Context: an optimization exercise on an open-source flow, tuned for small area and a short achievable clock period. The choices shown serve that exercise and are no tape-out recipe. No run shown here included a check of the RTL's function; only the layout flow was run. Power figures rest on the tool's default switching activity, not on a simulated workload.

==> design/flow/design.v <==
`timescale 1ns/1ns
package ahb_pkg;
  localparam int HADDR_W = 32;
  localparam int HDATA_W = 32;
  localparam int BE_W    = HDATA_W / 8;
  typedef enum logic [1:0] {
    HTRANS_IDLE   = 2'b00,
    HTRANS_BUSY   = 2'b01,
    HTRANS_NONSEQ = 2'b10,
    HTRANS_SEQ    = 2'b11
  } htrans_t;
  typedef enum logic [2:0] {
    HSIZE_BYTE  = 3'b000,
    HSIZE_HWORD = 3'b001,
    HSIZE_WORD  = 3'b010
  } hsize_t;
  localparam logic HRESP_OKAY = 1'b0;
endpackage
`timescale 1ns/1ns
package timer_pkg;
  localparam logic [31:0] PRESCALE_OFS = 32'h0000_0000;
  localparam logic [31:0] IPENDING_OFS = 32'h0000_0008;
  localparam logic [31:0] IENABLE_OFS  = 32'h0000_000C;
  localparam logic [31:0] TIME_OFS     = 32'h0000_0010;
  localparam logic [31:0] TIME_MSB_OFS = 32'h0000_0014;
  localparam logic [31:0] TIMECMP_OFS  = 32'h0000_0018;
  localparam int TIMECMP_STRIDE = 8;
  localparam int TIME_W     = 64;
  localparam int PRESCALE_W = 32;
  typedef enum logic [2:0] {
    RD_PRESCALE = 3'd0,
    RD_IPENDING = 3'd1,
    RD_IENABLE  = 3'd2,
    RD_TIME_LO  = 3'd3,
    RD_TIME_HI  = 3'd4,
    RD_CMP_LO   = 3'd5,
    RD_CMP_HI   = 3'd6,
    RD_ZERO     = 3'd7
  } rd_sel_t;
endpackage
`timescale 1ns/1ns
module timer_bus_decode
(
  input  logic [12:0] bits,
  output logic        zero
);
  assign zero = ~|bits;
endmodule
`timescale 1ns/1ns
module timer_compare
(
  input  logic [63:0] time_val,
  input  logic [63:0] cmp_val,
  output logic        eq
);
  assign eq = (time_val == cmp_val);
endmodule
`timescale 1ns/1ns
module ahb_timer #(
  parameter  int TIMERS      = 3,
  localparam int TIMER_IDX_W = (TIMERS > 1) ? $clog2(TIMERS) : 1
)
(
  input  logic                        HCLK,
  input  logic                        HRESETn,
  input  logic                        HSEL,
  input  logic [ahb_pkg::HADDR_W-1:0] HADDR,
  input  logic [ahb_pkg::HDATA_W-1:0] HWDATA,
  output logic [ahb_pkg::HDATA_W-1:0] HRDATA,
  input  logic                        HWRITE,
  input  logic [2:0]                  HSIZE,
  input  logic [2:0]                  HBURST,
  input  logic [3:0]                  HPROT,
  input  logic [1:0]                  HTRANS,
  output logic                        HREADYOUT,
  input  logic                        HREADY,
  output logic                        HRESP,
  output logic                        tint
);
  localparam int NW = 12;
  assign HREADYOUT = 1'b1;
  assign HRESP     = ahb_pkg::HRESP_OKAY;
  logic live;
  always_ff @(posedge HCLK or negedge HRESETn)
  begin
    if (!HRESETn)
      live <= 1'b0;
    else
      live <= 1'b1;
  end
  logic          hi_zero;
  logic [3:0]    rd_ok;
  logic [3:0]    word;
  logic [NW-1:0] asel;
  logic          wr_xfer;
  logic [3:0]    be;
  logic [3:0] zlo;
  logic [3:0] zhi;
  for (genvar b = 0; b < 4; b++)
  begin : g_hi
    timer_bus_decode u_lo (.bits(HADDR[18:6]),  .zero(zlo[b]));
    timer_bus_decode u_hi (.bits(HADDR[31:19]), .zero(zhi[b]));
    assign rd_ok[b] = live && zlo[b] && zhi[b];
  end
  assign hi_zero = zlo[0] && zhi[0];
  assign word = HADDR[5:2];
  always_comb
  begin
    for (int k = 0; k < NW; k++)
      asel[k] = (word == 4'(k));
  end
  assign wr_xfer = HSEL && HREADY && HWRITE && HTRANS[1];
  always_comb
  begin
    case (HSIZE)
      3'd0:    be = 4'b0001 << HADDR[1:0];
      3'd1:    be = 4'b0011 << HADDR[1:0];
      default: be = 4'b1111 << HADDR[1:0];
    endcase
  end
  logic          wr_ok;
  logic          wr_nok;
  logic [3:0]    wr_word;
  logic [3:0]    wr_be;
  logic [NW-1:0] ws;
  always_ff @(posedge HCLK or negedge HRESETn)
  begin
    if (!HRESETn)
    begin
      wr_ok  <= 1'b0;
      wr_nok <= 1'b1;
    end
    else
    begin
      wr_ok  <= wr_xfer && hi_zero;
      wr_nok <= !(wr_xfer && hi_zero);
    end
  end
  always_ff @(posedge HCLK)
  begin
    wr_word <= word;
    wr_be   <= be;
  end
  logic [NW-1:0][3:0] lane_wr;
  logic [NW-1:0][3:0] lane_keep;
  always_comb
  begin
    for (int k = 0; k < NW; k++)
    begin
      ws[k] = wr_ok && (wr_word == 4'(k));
      for (int b = 0; b < 4; b++)
      begin
        lane_wr[k][b]   = ws[k] && wr_be[b];
        lane_keep[k][b] = live && (wr_nok || (wr_word != 4'(k)) || !wr_be[b]);
      end
    end
  end
  function automatic logic [31:0] lane_merge(
    input logic [31:0] old_val,
    input logic [31:0] new_val,
    input logic [3:0]  wr,
    input logic [3:0]  keep
  );
    logic [31:0] res;
    for (int n = 0; n < 4; n++)
      res[n*8 +: 8] = (new_val[n*8 +: 8] & {8{wr[n]}}) | (old_val[n*8 +: 8] & {8{keep[n]}});
    lane_merge = res;
  endfunction
  function automatic logic [63:0] inc_flips(input logic [63:0] v);
    logic [15:0] grp;
    logic [15:0] below;
    logic [63:0] res;
    for (int j = 0; j < 16; j++)
      grp[j] = &v[4*j +: 4];
    below[0] = 1'b1;
    for (int j = 1; j < 16; j++)
      below[j] = &(grp | (16'hFFFF << j));
    for (int j = 0; j < 16; j++)
    begin
      res[4*j]     = below[j];
      res[4*j + 1] = below[j] & v[4*j];
      res[4*j + 2] = below[j] & (v[4*j] & v[4*j + 1]);
      res[4*j + 3] = below[j] & (v[4*j] & v[4*j + 1] & v[4*j + 2]);
    end
    inc_flips = res;
  endfunction
  function automatic logic [31:0] dec_flips(input logic [31:0] v);
    logic [7:0]  grp;
    logic [7:0]  below;
    logic [31:0] res;
    for (int j = 0; j < 8; j++)
      grp[j] = ~|v[4*j +: 4];
    below[0] = 1'b1;
    for (int j = 1; j < 8; j++)
      below[j] = &(grp | (8'hFF << j));
    for (int j = 0; j < 8; j++)
    begin
      res[4*j]     = below[j];
      res[4*j + 1] = below[j] & ~v[4*j];
      res[4*j + 2] = below[j] & ~(v[4*j] | v[4*j + 1]);
      res[4*j + 3] = below[j] & ~(v[4*j] | v[4*j + 1] | v[4*j + 2]);
    end
    dec_flips = res;
  endfunction
  logic [31:0]      prescale;
  logic             prescale_wr;
  logic             enabled;
  logic [2:0]       ienable;
  logic [63:0]      time_val;
  logic [63:0]      time_src;
  logic [2:0][63:0] cmp_vals;
  logic [31:0]      cnt;
  logic             count_en;
  logic [2:0]       ipending;
  always_ff @(posedge HCLK or negedge HRESETn)
  begin
    if (!HRESETn)
    begin
      prescale_wr <= 1'b0;
      enabled     <= 1'b0;
    end
    else
    begin
      prescale_wr <= ws[0];
      if (ws[0])
        enabled <= 1'b1;
    end
  end
  assign time_src = (count_en && !ws[4] && !ws[5]) ? (time_val ^ inc_flips(time_val)) : time_val;
  always_ff @(posedge HCLK)
  begin
    prescale        <= lane_merge(prescale, HWDATA, lane_wr[0], lane_keep[0]);
    ienable         <= lane_merge({29'b0, ienable}, HWDATA, lane_wr[3], lane_keep[3]) & 3'b111;
    time_val[31:0]  <= lane_merge(time_src[31:0], HWDATA, lane_wr[4], lane_keep[4]);
    time_val[63:32] <= lane_merge(time_src[63:32], HWDATA, lane_wr[5], lane_keep[5]);
    for (int n = 0; n < 3; n++)
    begin
      cmp_vals[n][31:0]  <= lane_merge(cmp_vals[n][31:0], HWDATA, lane_wr[6 + 2*n], lane_keep[6 + 2*n]);
      cmp_vals[n][63:32] <= lane_merge(cmp_vals[n][63:32], HWDATA, lane_wr[7 + 2*n], lane_keep[7 + 2*n]);
    end
  end
  logic cnt_zero;
  assign cnt_zero = (cnt == '0);
  always_ff @(posedge HCLK)
  begin
    if (prescale_wr || cnt_zero || !enabled)
      cnt <= prescale;
    else
      cnt <= cnt ^ dec_flips(cnt);
  end
  always_ff @(posedge HCLK or negedge HRESETn)
  begin
    if (!HRESETn)
      count_en <= 1'b0;
    else
      count_en <= enabled && cnt_zero;
  end
  logic [2:0] eq;
  logic [2:0] hit;
  timer_compare u_cmp0 (.time_val, .cmp_val(cmp_vals[0]), .eq(eq[0]));
  timer_compare u_cmp1 (.time_val, .cmp_val(cmp_vals[1]), .eq(eq[1]));
  timer_compare u_cmp2 (.time_val, .cmp_val(cmp_vals[2]), .eq(eq[2]));
  always_comb
  begin
    for (int n = 0; n < 3; n++)
      hit[n] = eq[n] && !ws[6 + 2*n] && !ws[7 + 2*n];
  end
  always_ff @(posedge HCLK or negedge HRESETn)
  begin
    if (!HRESETn)
    begin
      ipending <= '0;
      tint     <= 1'b0;
    end
    else
    begin
      ipending <= enabled ? hit : 3'b000;
      tint     <= |(ipending & ienable);
    end
  end
  logic [NW-1:0][31:0] rwords;
  logic [31:0]         rmux;
  always_comb
  begin
    rwords     = '0;
    rwords[0]  = prescale;
    rwords[2]  = {29'b0, ipending};
    rwords[3]  = {29'b0, ienable};
    rwords[4]  = time_val[31:0];
    rwords[5]  = time_val[63:32];
    rwords[6]  = cmp_vals[0][31:0];
    rwords[7]  = cmp_vals[0][63:32];
    rwords[8]  = cmp_vals[1][31:0];
    rwords[9]  = cmp_vals[1][63:32];
    rwords[10] = cmp_vals[2][31:0];
    rwords[11] = cmp_vals[2][63:32];
    rmux = '0;
    for (int k = 0; k < NW; k++)
      rmux = rmux | (rwords[k] & {32{asel[k]}});
  end
  always_ff @(posedge HCLK)
  begin
    for (int b = 0; b < 4; b++)
      HRDATA[b*8 +: 8] <= rmux[b*8 +: 8] & {8{rd_ok[b]}};
  end
endmodule
==> design/flow/flow/run.sh <==
#!/bin/bash
# Standard layout, but with a plain buffer on every port instead of the
# delay cell that buffer_ports picks on its own
set -euo pipefail
export BUFFER_PORTS_ARGS="-buffer_cell sky130_fd_sc_hd__buf_2"
# Timing repair aims past the 8 ns constraint
export SETUP_SLACK_MARGIN=5.5
# Clock tree without the dummy loads CTS adds for balance
export CTS_ARGS="-sink_clustering_enable -repair_clock_nets -sink_clustering_size 30 -sink_clustering_max_diameter 60 -buf_list sky130_fd_sc_hd__clkbuf_16 -dont_use_dummy_load"
bash standard.sh > standard.log 2>&1
==> design/flow/standard.sh <==
#!/bin/bash
# synth_recipe.tcl (not shown) runs the flow's synth.tcl, then flattens the netlist and writes it again
# the make line also repeats each setting of config.mk as NAME=value (left out here)
make -C /OpenROAD-flow-scripts/flow DESIGN_CONFIG=/design/flow/config.mk WORK_HOME=/design/flow/orfs CLKGATE_MAP_FILE= SYNTH_SCRIPT=/design/flow/synth_recipe.tcl "${@:-finish}"
==> design/flow/config.mk <==
export PLATFORM = sky130hd
export DESIGN_NAME = ahb_timer
export DESIGN_NICKNAME = ahb_timer
export VERILOG_FILES = /design/flow/design.v
export SDC_FILE = /design/flow/constraint.sdc
export NUM_CORES = 4
export LEC_CHECK = 0
export CAP_MARGIN = 20
export CORE_MARGIN = 2
export CORE_UTILIZATION = 50
export CTS_BUF_LIST = sky130_fd_sc_hd__clkbuf_16
export CTS_CLUSTER_DIAMETER = 60
export CTS_CLUSTER_SIZE = 30
export SLEW_MARGIN = 20
export SYNTH_HIERARCHICAL = 1
==> design/flow/constraint.sdc <==
create_clock -name core_clock -period 8.0 [get_ports {HCLK}]
set_input_delay 1.6000 -clock core_clock [delete_from_list [all_inputs] [get_ports {HCLK}]]
set_output_delay 1.6000 -clock core_clock [all_outputs]
set_load 0.01 [all_outputs]
==> flow_results.org, run 1 <==
** Cells and area
- In the final layout, flip-flops and latches occupy 7622 sq um.
- Filler Cells Inserted :: 2,929
- Of the cells placed in the final design, the portion with a size suffix greater than 1 is 0.2423.
- Area growth, synth to finish :: 21.56%
- Once layout is complete, the cells apart from fillers number 2,409.
- Summing all multi-input logic gate instances after layout gives 10,460 sq um.
- The net count of the finished layout is 2,061.
- Commonest non-fill, non-tap cell in the layout :: dfxtp_1
- Commonest cells after routing, fill and taps aside :: 308 x dfxtp_1, 257 x a22o_1, 221 x xor2_1, 104 x nand2_1, 89 x buf_2

** Clock tree
- Root cell of the clock tree :: clkbuf_16
- Number of buffers on the longest clock path :: 3
- Number of levels in the clock H-tree :: 2
- For this design, the CTS-stage hold fixing added 0 buffers.
- TritonCTS built the clock tree.
- Clock input transition at the sequential cells of the worst setup and hold paths :: 0.07 ns
- Worst-Skew Late Latency :: 0.53 ns
- Counting the buffers created by CTS gives 34.
- CTS saw 373 sinks.

** Setup path
- Worst setup slack for register-to-register paths :: 5.43 ns
- Type of origin of the critical path :: input port
- For the worst setup path, the data required time is 8.37 ns.
- Element type at the critical path end :: flop
- Depth of the most critical reg-to-reg path :: 5
- Kind of critical path :: input port to flop
- At the worst endpoint, the arrival time is 3.03 ns.
- Of all nets on the critical path, the largest fanout is 8.

** Timing
- Timing would allow up to 375.4 MHz.
- Of the available clock period, the critical path in the final layout requires 0.3330.
- Max-Slew Margin vs Limit :: 0.2624
- Adding up every negative setup slack in the final design gives 0 ns.
- Setup repair after global routing could not meet its margin everywhere.
- Total of endpoints with negative setup slack in the final report :: 0
- At the pin with the least slew margin, the transition time is 1.106 ns.
- Final critical-path required period :: 2.664 ns
- The final hold violation count came to 0.
- Worst-case clock skew :: 0.03394 ns
- The number of max-slew violations in the final report is 0.

** Power
- Across the VDD grid, the largest voltage drop is 0.0001556 V.
- Power spread over the standard cell area amounts to 164.3 nW/um^2.
- For this design the static power due to leakage is 9.122 nW.

** Synthesis
- Fraction of synthesis flops using an asynchronous set or reset pin :: 0.02681
- Yosys mapped the design onto 67 distinct sky130hd cell types.
- Most used DFF post-synth :: dfxtp_1
- In this run, synthesis inferred 0 flip-flops with an integrated enable.
- A synthesized cell averages 9.752 sq um.
- Warnings from Yosys :: 7
- The cell area that synthesis handed to floorplanning was 17,640 sq um.
- In the synthesized netlist, the number of instances is 1,809.
- In this run, synthesis produced a sequential element count of 373.
- Share of the yosys chip area belonging to registers :: 0.4262

** Job
- Max-cap violations in this run came to 0.

** Placement
- The HPWL after detailed placement is 49.55 mm.
- The congestion estimate from routability-driven global placement came to 0.9856.
- Number of cells after detailed placement :: 2,303
- Input and output buffers added on the ports amount to 105.

** Drt
- In the routed layout, each cell is associated on average with a via count of 6.979.
- The first TritonRoute pass finished after 7 iterations.
- DRC violations left :: 0
- Routed Antenna Nets :: 0
- Wire per inst :: 31.14 um
- The routed design has 75.01 mm of wire.
- Via count :: 16,810
- Detailed router's first-iteration violation count :: 2,120

** Die
- The die covers 36,800 sq um.
- # IOs :: 116
- The total area inside the core boundary comes to 34,630 sq um.
- For this configuration, the core starts out at a cell density of 0.5094.
- Horizontal extent of the die :: 191.8 um
- The floorplan has 68 rows.
- Die Ht :: 191.8 um

** GRT
- Entering global routing, the biggest net connects 47 pins.
- The first global-routing pass estimated 105.1 mm of wire.
- Vias in the first global route :: 15,590
- All-Layer GR Usage :: 0.3920
- The number of antenna violations at the first check in global routing came to 6.
- Overall overflow remaining after global route :: 0

** Worst hold path
- Along the worst hold path, the cell count comes to 1.
- The min-delay analysis places its worst path in the category flop to flop.

** Status
- Result of the run :: no timing/DRC/antenna violations
-- routing by layer --
metal | part of all wire | up-vias | global-route usage | routed length [um]
li1 | - | 7228 | - | -
met5 | 0.00069 | - | 0 | 52
met1 | 0.39 | 8163 | 0.5282 | 29200
met2 | 0.42 | 1148 | 0.5733 | 31510
met4 | 0.058 | 8 | 0.1994 | 4358
met3 | 0.13 | 265 | 0.1074 | 9884
-- stage by stage --
stage | total power, mW | hold WS, ns | instance area, sq um | utilization | setup slack [ns]
global route | 3.604 | 0.5088 | 21440 | 0.6191 | 5.332
detailed placement | 2.097 | 0.4708 | 18860 | 0.5447 | 4.421
CTS | 3.495 | 0.4852 | 20620 | 0.5955 | 5.317
global placement | 2.095 | 0.4623 | 18830 | 0.5438 | 4.422
finish | 3.522 | 0.4817 | 21440 | 0.6193 | 5.336
floorplan | 2.015 | 0.4412 | 18010 | - | 5.232
-- sequential cells by signal, indices dropped and copies added (netlist names), 3 cells and up --
| name | count |
|---|---|
| ienable | 3 |
| HRDATA | 32 |
| cmp_vals | 192 |
| cnt | 32 |
| ipending | 3 |
| time_val | 64 |
| wr_word | 4 |
| prescale | 32 |
| wr_be | 4 |
-- cells by family (layout without fill, tap and decap cells) --
group           Yosys count  after routing  share of synthesized area
xor+xnor                243            243                     0.1206
other cells               2              5                  0.0004257
simple gates            453            453                     0.1392
compound gates          520            520                     0.2337
mux                      50             50                    0.02979
fa+ha+maj                26             26                    0.01844
flops                   373            373                     0.4262
buf+inv                 142            284                    0.03163
-- final cells by class --
class	count	share of cell area
antenna	2	0.0002334
clock buffer	34	0.03968
inverter	42	0.007527
multi-input combinational	1295	0.4877
sequential	373	0.3554
tap	455	0.02655
timing repair buffer	208	0.08291
-- Yosys cell counts (all sizes together) (3+ instances only) --
master | count | area [sq um]
or2 | 6 | 37.54
a221o | 8 | 80.08
and4 | 15 | 135.1
mux2 | 20 | 225.2
dfrtp | 9 | 225.2
buf | 46 | 197.7
o211ai | 4 | 30.03
a21oi | 37 | 185.2
nor4 | 95 | 619.3
nand3 | 26 | 130.1
nand2b | 5 | 31.28
o311a | 8 | 85.08
or4 | 5 | 37.54
nor2 | 54 | 202.7
inv | 42 | 157.7
clkbuf | 54 | 202.7
xor2 | 222 | 1944
nor2b | 3 | 18.77
ha | 26 | 325.3
a221oi | 29 | 254.0
nor3 | 63 | 315.3
o21ai | 59 | 295.3
and3 | 5 | 31.28
or3 | 6 | 37.54
o31a | 3 | 26.28
nand3b | 6 | 45.04
nand4b | 5 | 43.79
nor3b | 5 | 37.54
a22o | 257 | 2251
o31ai | 5 | 37.54
dfxtp | 363 | 7267
mux2i | 30 | 300.3
nand2 | 110 | 420.4
a32oi | 3 | 26.28
a222oi | 32 | 320.3
a22oi | 35 | 262.8
nand4 | 32 | 200.2
xnor2 | 21 | 183.9
and2 | 4 | 27.52
a31oi | 31 | 193.9
-- report_power, final --
group	internal (mW)	total [mW]	switching (mW)
Combinational	0.0589	0.219	0.160
Clock	0.750	1.43	0.676
Sequential	1.86	1.88	0.0183
Total	2.67	3.52	0.854
-- modules after synthesis (local to each module, per instance) --
module            flip-flops and latches  copies in the design  cell area (sq um)
ahb_timer                            373                     1              15310
timer_bus_decode                       0                     8              30.03
timer_compare                          0                     3              698.2
-- path summary, 6_finish.rpt --
check                              from     endpoint
setup / recovery               HADDR[5]    HRDATA[7]
hold / removal              prescale[2]  prescale[2]
setup reg to reg           time_val[59]  ipending[1]
hold reg to reg             prescale[2]  prescale[2]
max in group asynchronous       HRESETn       wr_nok
min in group asynchronous       HRESETn  ipending[1]
-- worst max-delay path: stages --
cell       delay [ns]
buf_12           0.10
nand2b_4         0.18
buf_6            0.12
nor2_4           0.04
buf_6            0.14
clkbuf_16        0.19
a222oi_1         0.44
a31oi_2          0.21
-- what timing repair did --
action	CTS	global route
gates cloned	3	6
endpoints found under the hold margin	0	0
pin swaps	20	51
buffers inserted	32	29
resized for setup	146	114
setup endpoints to repair	318	270
==> inputs of run 2 (changes only) <==
--- a/design/flow/design.v
+++ b/design/flow/design.v
@@ -56,6 +56,18 @@
   assign eq = (time_val == cmp_val);
 endmodule
 `timescale 1ns/1ns
+module timer_read_mux
+(
+  input  logic [3:0]  word,
+  output logic [11:0] sel
+);
+  always_comb
+  begin
+    for (int k = 0; k < 12; k++)
+      sel[k] = (word == 4'(k));
+  end
+endmodule
+`timescale 1ns/1ns
 module ahb_timer #(
   parameter  int TIMERS      = 3,
   localparam int TIMER_IDX_W = (TIMERS > 1) ? $clog2(TIMERS) : 1
@@ -91,7 +103,6 @@
   logic          hi_zero;
   logic [3:0]    rd_ok;
   logic [3:0]    word;
-  logic [NW-1:0] asel;
   logic          wr_xfer;
   logic [3:0]    be;
   logic [3:0] zlo;
@@ -104,10 +115,10 @@
   end
   assign hi_zero = zlo[0] && zhi[0];
   assign word = HADDR[5:2];
-  always_comb
-  begin
-    for (int k = 0; k < NW; k++)
-      asel[k] = (word == 4'(k));
+  logic [3:0][NW-1:0] bsel;
+  for (genvar b = 0; b < 4; b++)
+  begin : g_sel
+    timer_read_mux u_sel (.word, .sel(bsel[b]));
   end
   assign wr_xfer = HSEL && HREADY && HWRITE && HTRANS[1];
   always_comb
@@ -295,8 +306,9 @@
     rwords[10] = cmp_vals[2][31:0];
     rwords[11] = cmp_vals[2][63:32];
     rmux = '0;
-    for (int k = 0; k < NW; k++)
-      rmux = rmux | (rwords[k] & {32{asel[k]}});
+    for (int b = 0; b < 4; b++)
+      for (int k = 0; k < NW; k++)
+        rmux[b*8 +: 8] = rmux[b*8 +: 8] | (rwords[k][b*8 +: 8] & {8{bsel[b][k]}});
   end
   always_ff @(posedge HCLK)
   begin
==> run 2 against run 1 <==
Still clean on timing, DRC and antenna. Clock skew grew 0.0038 ns. Via count shrank 0.67%. Die area grew 2.1%. Sequential share of layout area grew 0.34 points. Global-route usage shrank 1.3 points. Non-clock buffer count shrank 12. Critical path depth shrank 5. Register-to-register slack lost 0.18 ns. Clock-buffer cell count shrank 3. Critical endpoint is now cmp_vals[118].
==> flow_results.org, run 2 <==
** Clock tree
- Post-cts hold buffer count :: 0
- TritonCTS built the clock tree.
- In this run the number of H-tree levels came out at 1.
- Root cell of the clock tree :: clkbuf_16
- In this run the deepest clock path goes through 3 buffers.
- Clock tree synthesis inserted a total of 31 buffers.
- Clock sink count :: 373
- Clock input transition at the sequential cells of the worst setup and hold paths :: 0.07 ns
- Worst-Skew Late Latency :: 0.61 ns

** Setup path
- CP max-delay cell :: nor3_1
- In this design, the stage delay of the slowest critical-path cell is 1.22 ns.
- Element type at the critical path end :: flop
- Kind of critical path :: flop to flop
- STA classifies the critical path startpoint as a flop.
- The critical path goes through nand3b_1, nor3_1, a22o_1.
- In this run the worst path has a maximum fanout of 18.
- STA puts the critical path data required time at 8.54 ns.
- Data arrival time at the worst-slack endpoint :: 3.29 ns

** GRT
- The first global-routing pass estimated 107.0 mm of wire.
- Entering global routing, the biggest net connects 40 pins.
- The number of antenna violations at the first check in global routing was 2.
- After global routing the overflow that remains totals 0.
- All-Layer GR Usage :: 0.3788
- Vias in the first global route :: 15,550

** Cells and area
- Counting the fill cells in the layout gives 3,125.
- Counting flops per register, the top entry is cmp_vals.
- From synthesis to final layout, the design area changed by 18.50%.
- Commonest non-fill, non-tap cell in the layout :: dfxtp_1
- 0 antenna diodes ended up in the layout.
- In the final design database the tool counted 2,050 nets.
- Fraction of layout cells with a size suffix above 1 :: 0.2468
- The register with the most flip-flops in the layout has 192 of them.
- Commonest cells after routing, fill and taps aside :: 300 x dfxtp_1, 259 x a22o_1, 230 x xor2_1, 103 x nand2_1, 85 x buf_2
- Largest registers :: cmp_vals (192), time_val (64)

** Placement
- RePlAce Congestion :: 0.9940
- Port bufs :: 105
- Worst slack at placement :: 4.110 ns
- Detailed placement ended at an HPWL of 52.35 mm.

** Synthesis
- Number of instances in the synthesized netlist :: 1,831
- Mapped Avg Cell Area :: 9.842 sq um
- Warnings from Yosys :: 8
- The synthesized netlist occupies a cell area of 18,020 sq um.

** Die
- Initial Utilization :: 0.5066
- After floorplanning, the core was sized to cover 35,570 sq um.
- 116 I/O pins were placed.
- From left edge to right edge, the die measures 193.8 um.
- Floorplan die area :: 37,580 sq um
- Row generation in the floorplan step produced 69 rows.
- Die Ht :: 193.8 um

** Timing
- Max-slew violation count :: 0
- Headroom to the max-slew limit came out at 0.2132.
- Final critical-path required period :: 2.754 ns
- Actual transition at the worst max-transition pin :: 1.177 ns
- Across the routed clock network, the largest skew measured is 0.03777 ns.
- In the post-route analysis, the smallest setup slack over all paths is 5.246 ns.
- For this run, the top clock speed supported by timing is 363.1 MHz.
- Post-route clock period utilization :: 0.3443
- Setup violations remaining at the end of the flow were counted as 0.
- RSZ-0062 raised after global routing :: yes
- For the final routed database, the setup TNS stands at 0 ns.
- Final Hold Fails :: 0

** Power
- Sw Share :: 0.2468
- Dividing total power by cell area gives a power density of 160.7 nW/um^2.
- Clock Power Share :: 0.393
- Across the VDD grid, the largest voltage drop is 0.0001915 V.
- NetSw :: 0.8468 mW
- Combinational group share of total power :: 0.061
- Share of power burned in registers :: 0.546
- Leakage power of the design :: 9.052 nW
- Internal Dissipation :: 2.584 mW

** Drt
- Number of detailed-route iterations in the first pass :: 7
- For this run, design rule violations remaining after detail routing come to 0.
- Wire per inst :: 31.03 um
- Post-Route WL :: 74.54 mm
- Via count :: 16,700
- The count of nets left with antenna violations once routing finished came out at 0.
- Via count normalized by instance count :: 6.952
- Detailed router's first-iteration violation count :: 2,406

** Job
- Max-cap violations in this run came to 0.

** Status
- Result of the run :: no timing/DRC/antenna violations

** Worst hold path
- The worst hold path belongs to the class flop to flop.
run 2: through the flow:
stage | power, mW | area, sq um | hold slack, ns | util | instances
2_1_floorplan | 2.019 | 18360 | 0.4414 | - | 1832
3_3_place_gp | 2.091 | 18960 | 0.4644 | 0.5331 | 2298
3_5_place_dp | 2.094 | 18980 | 0.4710 | 0.5335 | 2299
4_1_cts | 3.424 | 20730 | 0.4846 | 0.5827 | 2375
5_1_grt | 3.503 | 21360 | 0.5102 | 0.6004 | 2402
6_report | 3.431 | 21360 | 0.4807 | 0.6004 | 2402
run 2: worst paths after layout:
check,start,to,slack [ns],cells after the start
setup / recovery,wr_word[2],cmp_vals[118],5.25,3
hold / removal,prescale[1],cnt[1],0.48,2
setup reg to reg,wr_word[2],cmp_vals[118],5.25,3
hold reg to reg,prescale[1],cnt[1],0.48,2
max in group asynchronous,HRESETn,wr_nok,6.83,1
min in group asynchronous,HRESETn,ipending[0],0.89,1
run 2: final cells by class:
cell class,instances,area (sq um),share of cell area
tap,461,576.8,0.02701
sequential,373,7664,0.3589
timing repair inverter,1,7.507,0.0003515
clock buffer,31,775.7,0.03633
timing repair buffer,196,1501,0.07031
multi-input combinational,1296,10660,0.4992
inverter,44,168.9,0.007910
run 2: power groups by stage:
stage | Clock, mW | Sequential [mW] | Combinational (mW)
floorplan | 0 | 1.91 | 0.112
global placement | 0 | 1.92 | 0.172
detailed placement | 0 | 1.92 | 0.175
CTS | 1.35 | 1.87 | 0.196
global route | 1.42 | 1.87 | 0.214
finish | 1.35 | 1.87 | 0.208
run 2: routing by layer:
metal / vias to the layer above / track usage / share of wire
li1: 7232 / - / -
met1: 8158 / 0.5233 / 0.41
met2: 1115 / 0.5696 / 0.43
met3: 194 / 0.08506 / 0.11
met4: 0 / 0.1619 / 0.052
met5: - / 0 / 0
run 2: worst max-delay path, delay by kind of cell, from the launching register on:
family,cells,cell delay [ns]
AO/OA/AOI/OAI,1,0.25
flip-flops,1,0.35
AND/OR/NAND/NOR,2,2.10
run 2: timing repair:
action | CTS | global route
gates resized for setup | 154 | 98
pin swaps | 16 | 28
endpoints found under the setup margin | 361 | 237
setup buffers | 40 | 24
cloned | 5 | 2

## what the ideal ports hide
No port has a modelled driver above. Below, the same layouts with a new extraction and two added sets of constraints.
Step 1 (the two cells are an assumption about what drives the block):
set clk [get_ports {HCLK}]
set_driving_cell -lib_cell sky130_fd_sc_hd__clkbuf_16 $clk
set_driving_cell -lib_cell sky130_fd_sc_hd__buf_2 [delete_from_list [all_inputs] $clk]
Step 2 also shifts input and output timing later by t, the mid clock arrival at the registers, as if the neighbouring blocks saw the same clock.
Three values: ideal, step 1, step 2; two values: the first two.
| run | shift t [ns] | setup slack, ns | hold WS [ns] | worst data-port slew with drivers (ns) |
|---|---|---|---|---|
| run 1 | 0.571 | 5.336 / 5.329 / 4.758 | 0.482 / 0.482 / 0.482 | 0.06 |
| run 2 | 0.651 | 5.246 / 5.246 / 4.869 | 0.481 / 0.481 / 0.481 | 0.07 |
After both steps every run listed still meets setup and hold. For run 1, which loses most, drivers alone change the setup slack by -0.007 ns; drivers and shift together by -0.578 ns.
